Background: an optimization exercise with open tools, aiming at small area, a short achievable clock period and few clock cycles per item. Do not read the settings as production practice.
The RTL was checked by simulation tests, not by an equivalence proof against the original design.

fjord:
==> flow/design.v (excerpt) <==
module maze_generator #(
  parameter logic [15:0] DEFAULT_SEED = 16'hACE1
) (
  input  logic         clk,
  input  logic         resetn,
  input  logic         start,
  input  logic [15:0]  seed,
  output logic [624:0] maze,
  output logic         load,
  output logic         busy
);
==> module maze_generator, before the edit <==
module maze_generator #(
  parameter logic [15:0] DEFAULT_SEED = 16'hACE1
) (
  input  logic         clk,
  input  logic         resetn,
  input  logic         start,
  input  logic [15:0]  seed,
  output logic [624:0] maze,
  output logic         load,
  output logic         busy
);
  localparam int N  = 12;
  localparam int BD = 15;    
  logic [N-2:0] h [N];
  logic [N-1:0] v [N];
  logic [N-1:0] yoh;             
  logic [N-1:0] col;             
  logic [15:0]  lfsr;
  logic [3:0]   came;            
  logic [7:0]   cnt;             
  logic [1:0]   bs [BD];         
  logic         fin;             
  function automatic int md(input int i);
    md = (i + N) % N;
  endfunction
  logic [N-1:0] vis_up, vis_dn;    
  logic [N+1:0] vis_row;           
  always_comb begin
    vis_row[0]   = 1'b1;
    vis_row[N+1] = 1'b1;
    for (int x = 0; x < N; x++) begin
      vis_up[x]    = v[N-2][x] | v[N-1][x] |
                     ((x > 0)   ? h[N-1][(x>0)?x-1:0] : 1'b0) |
                     ((x < N-1) ? h[N-1][(x<N-1)?x:0] : 1'b0);
      vis_dn[x]    = v[0][x] | v[1][x] |
                     ((x > 0)   ? h[1][(x>0)?x-1:0] : 1'b0) |
                     ((x < N-1) ? h[1][(x<N-1)?x:0] : 1'b0);
      vis_row[x+1] = v[N-1][x] | v[0][x] |
                     ((x > 0)   ? h[0][(x>0)?x-1:0] : 1'b0) |
                     ((x < N-1) ? h[0][(x<N-1)?x:0] : 1'b0);
    end
  end
  logic [3:0] blk, wall;    
  always_comb begin
    blk = {1'b0, yoh[N-1], 1'b0, yoh[0]};
    wall = '0;
    for (int x = 0; x < N; x++) begin
      blk[0]  |= col[x] & vis_up[x];
      blk[1]  |= col[x] & vis_row[x+2];
      blk[2]  |= col[x] & vis_dn[x];
      blk[3]  |= col[x] & vis_row[x];
      wall[0] |= col[x] & v[N-1][x];
      wall[2] |= col[x] & v[0][x];
      if (x < N-1) wall[1] |= col[x] & h[0][(x<N-1)?x:0];
      if (x > 0)   wall[3] |= col[x] & h[0][(x>0)?x-1:0];
    end
  end
  logic [3:0] avail, rot, first, dir;
  logic       carve_any;
  always_comb begin
    avail = ~blk;
    carve_any = |avail;
    rot   = 4'({avail, avail} >> lfsr[1:0]);
    first = rot[0] ? 4'b0001 : rot[1] ? 4'b0010 : rot[2] ? 4'b0100 : 4'b1000;
    dir   = 4'({first, first} >> (3'd4 - {1'b0, lfsr[1:0]}));
  end
  logic [3:0] cand, bs_oh, pd, mv;
  logic       two_walls, branch, root;
  always_comb begin
    cand      = wall & ~came;
    branch    = ((wall[0] & wall[1]) & (wall[2] | wall[3])) |
                ((wall[2] & wall[3]) & (wall[0] | wall[1]));
    two_walls = ((wall[0] & wall[1]) | (wall[2] & wall[3]) |
                 ((wall[0] | wall[1]) & (wall[2] | wall[3]))) & ~branch;
    bs_oh     = 4'b0001 << bs[0];
    pd        = branch ? bs_oh : cand;
    root      = yoh[0] & col[0];
    mv        = carve_any ? dir : pd;
  end
  wire step     = busy & ~fin;
  wire do_carve = step & carve_any;
  wire do_pop   = step & ~carve_any;
  wire accept   = start & ~busy;
  wire last     = do_carve & (cnt == 8'd142);
  wire fin_up = |yoh[N/2:1];
  wire rot_up = busy & (fin ? fin_up  : mv[0]);
  wire rot_dn = busy & (fin ? ~fin_up : mv[2]);
  wire mv_rt  = step & mv[1];
  wire mv_lt  = step & mv[3];
  logic [N-1:0] yoh_nx;
  always_comb
    for (int y = 0; y < N; y++)
      yoh_nx[y] = (rot_up & yoh[md(y+1)]) |
                  (rot_dn & yoh[md(y-1)]) |
                  (~rot_up & ~rot_dn & yoh[y]);
  wire done = busy & (last | fin) & yoh_nx[0];
  wire [15:0] s0       = (seed == 16'd0) ? DEFAULT_SEED : seed;
  wire        first_dn = (s0[1:0] == 2'd2);
  always_ff @(posedge clk or negedge resetn) begin
    if (!resetn) begin
      busy <= 1'b0;
      load <= 1'b0;
    end else if (accept) begin
      busy <= 1'b1;
      load <= 1'b0;
    end else if (done) begin
      busy <= 1'b0;
      load <= 1'b1;
    end
  end
  always_ff @(posedge clk) begin
    if (accept) begin
      lfsr <= {s0[14:0], s0[15] ^ s0[13] ^ s0[12] ^ s0[10]};
      yoh  <= first_dn ? 12'b10 : 12'b1;
      col  <= first_dn ? 12'b1  : 12'b10;
      came <= first_dn ? 4'b0100 : 4'b0010;
      cnt  <= 8'd1;
      fin  <= 1'b0;
    end else begin
      if (last) fin <= 1'b1;
      if (do_carve) begin
        lfsr <= {lfsr[14:0], lfsr[15] ^ lfsr[13] ^ lfsr[12] ^ lfsr[10]};
        cnt  <= cnt + 8'd1;
      end
      if (step) came <= carve_any ? dir : {pd[1:0], pd[3:2]};
      yoh <= yoh_nx;
      for (int x = 0; x < N; x++)
        col[x] <= (mv_lt & ((x < N-1) ? col[(x<N-1)?x+1:0] : 1'b0)) |
                  (mv_rt & ((x > 0)   ? col[(x>0)?x-1:0]   : 1'b0)) |
                  (~mv_lt & ~mv_rt & col[x]);
    end
  end
  wire bs_push = do_carve & two_walls & ~root;
  wire bs_pop  = do_pop & branch & ~bs_push;
  wire bs_hold = ~bs_push & ~bs_pop;
  wire [1:0] bs_in = cand[1] ? 2'd1 : cand[2] ? 2'd2 : cand[3] ? 2'd3 : 2'd0;
  always_ff @(posedge clk)
    for (int i = 0; i < BD; i++)
      bs[i] <= ({2{bs_push}} & ((i == 0) ? bs_in : bs[(i>0)?i-1:0])) |
               ({2{bs_pop}}  & ((i < BD-1) ? bs[(i<BD-1)?i+1:0] : 2'd0)) |
               ({2{bs_hold}} & bs[i]);
  wire c_up = do_carve & dir[0];
  wire c_rt = do_carve & dir[1];
  wire c_dn = do_carve & dir[2];
  wire c_lt = do_carve & dir[3];
  wire s_up = ~accept & rot_up;
  wire s_dn = ~accept & rot_dn;
  wire s_hd = ~accept & ~rot_up & ~rot_dn;
  always_ff @(posedge clk) begin
    for (int j = 0; j < N; j++) begin
      for (int x = 0; x < N-1; x++)
        h[j][x] <= (s_up & h[md(j-1)][x]) | (s_dn & h[md(j+1)][x]) | (s_hd & h[j][x]) |
                   ((j == 0) & ((c_rt & col[x]) | (c_lt & col[x+1]))) |
                   ((j == 0) & (x == 0) & accept & ~first_dn);
      for (int x = 0; x < N; x++)
        v[j][x] <= (s_up & v[md(j-1)][x]) | (s_dn & v[md(j+1)][x]) | (s_hd & v[j][x]) |
                   ((j == 0) & c_up & col[x]) | ((j == N-1) & c_dn & col[x]) |
                   ((j == N-1) & (x == 0) & accept & first_dn);
    end
  end
  always_comb begin
    maze = {625{busy}};
    for (int y = 0; y < N; y++)
      for (int x = 0; x < N; x++)
        maze[(2*y+1)*25 + 2*x+1] = load;
    for (int y = 0; y < N; y++)
      for (int x = 0; x < N-1; x++)
        maze[(2*y+1)*25 + 2*x+2] = h[y][x];
    for (int y = 0; y < N-1; y++)
      for (int x = 0; x < N; x++)
        maze[(2*y+2)*25 + 2*x+1] = v[y][x];
  end
endmodule
Settings: LEC_CHECK=0, CAP_MARGIN=20, CORE_MARGIN=2, CORE_UTILIZATION=40, SLEW_MARGIN=20; clock period 12.0 ns.
standard.sh (not shown) runs the stock make flow with config.mk's settings and CLKGATE_MAP_FILE= SYNTH_SCRIPT=/design/flow/synth_recipe.tcl, a recipe that flattens the netlist after the stock synthesis.
==> flow/flow/run.sh <==
#!/bin/bash
# The standard layout (the standard.sh: standard synthesis, floorplan,
# placement, CTS, routing) with some ORFS variables set on the make command
# line: port buffers are buf_1 cells, and repair_timing aims for more setup
# slack than the 12 ns constraint needs, so that the achieved period is
# pushed down. All of make's output goes to orfs_make.log; ORFS's own logs
# are under orfs/logs.
set -euo pipefail
bash standard.sh BUFFER_PORTS_ARGS="-buffer_cell sky130_fd_sc_hd__buf_1" SETUP_SLACK_MARGIN=8.0 CTS_CLUSTER_SIZE=20 CTS_CLUSTER_DIAMETER=120 finish > orfs_make.log 2>&1
Per the final summary, fjord finished and its layout is clean on timing, DRC and antenna.
Testbench counts of fjord, summed over its fixed seeds: cycles 11,773, mazes 48.
For violet, these inputs were changed with respect to fjord:
diff --git a/flow/design.v b/flow/design.v
--- a/flow/design.v
+++ b/flow/design.v
@@ -157,13 +157,26 @@
                    ((j == 0) & c_up & col[x]) | ((j == N-1) & c_dn & col[x]) |
                    ((j == N-1) & (x == 0) & accept & first_dn);
     end
   end
+  localparam int NB = 8;     
+  localparam int NL = 6;     
+  logic [NB-1:0] busy_c;
+  logic [NL-1:0] load_c;
+  always_ff @(posedge clk or negedge resetn) begin
+    if (!resetn) begin
+      busy_c <= '0;
+      load_c <= '0;
+    end else begin
+      for (int i = 0; i < NB; i++) busy_c[i] <= accept | (busy_c[i] & ~done);
+      for (int i = 0; i < NL; i++) load_c[i] <= ~accept & (load_c[i] | done);
+    end
+  end
   always_comb begin
-    maze = {625{busy}};
+    for (int i = 0; i < 625; i++) maze[i] = busy_c[i % NB];
     for (int y = 0; y < N; y++)
       for (int x = 0; x < N; x++)
-        maze[(2*y+1)*25 + 2*x+1] = load;
+        maze[(2*y+1)*25 + 2*x+1] = load_c[(y*N + x) % NL];
     for (int y = 0; y < N; y++)
       for (int x = 0; x < N-1; x++)
         maze[(2*y+1)*25 + 2*x+2] = h[y][x];
     for (int y = 0; y < N-1; y++)
Notes after the runs:
In violet, fraction of met3 tracks used by global routing is higher than in fjord. Of fjord and violet, fjord shows the lower number of sequential storage elements, with violet above it. Diff fjord -> violet: cell area after placement increased about 3.3%, per-cell routed wire length up about 13%. The slowest cell on the critical path comes out o41ai_1 in one run and dfrtp_4 in the other, namely in violet and fjord respectively. [diff] final worst-path setup slack, violet relative to fjord: regression. violet against fjord: post-route clock period utilization now sits higher; number of maximum-capacitance constraint violations saw little to no change. Diff fjord -> violet: number of cells on the critical path increased 9; share of final layout cell area taken by non-clock buffers lower.
Testbench counts of violet, summed over its fixed seeds: cycles 11,773, mazes 48.

-- static timing again, ports no longer ideal --
In the flow no input, the clock included, has a driving cell. The finished layouts below were timed again as built, in two steps. Step 1 (the two cells are an assumption about what drives the block):
set clk [get_ports {clk}]
set_driving_cell -lib_cell sky130_fd_sc_hd__clkbuf_16 $clk
set_driving_cell -lib_cell sky130_fd_sc_hd__buf_2 [delete_from_list [all_inputs] $clk]
Step 2 moves the port delays by t, midway between the first and last clock arrival at a register: inputs arrive t later, outputs are due t later. That takes back most of the time a late clock gives input paths. Slacks: ideal / step 1 / step 2; pairs: ideal / step 1.
run | t (ns) | setup slack, ns | hold WS [ns] | worst slew at a driven data input, ns | cell pins on the clock port's net
fjord | 0.593 | 7.995 / 7.935 / 7.582 | 0.462 / 0.462 / 0.462 | 0.03 | 1
violet | 0.601 | 7.891 / 7.891 / 7.891 | 0.463 / 0.463 / 0.463 | 0.07 | 1
After both steps every run listed still meets setup and hold. For fjord, which loses most, drivers alone change the setup slack by -0.060 ns; drivers and shift together by -0.413 ns.
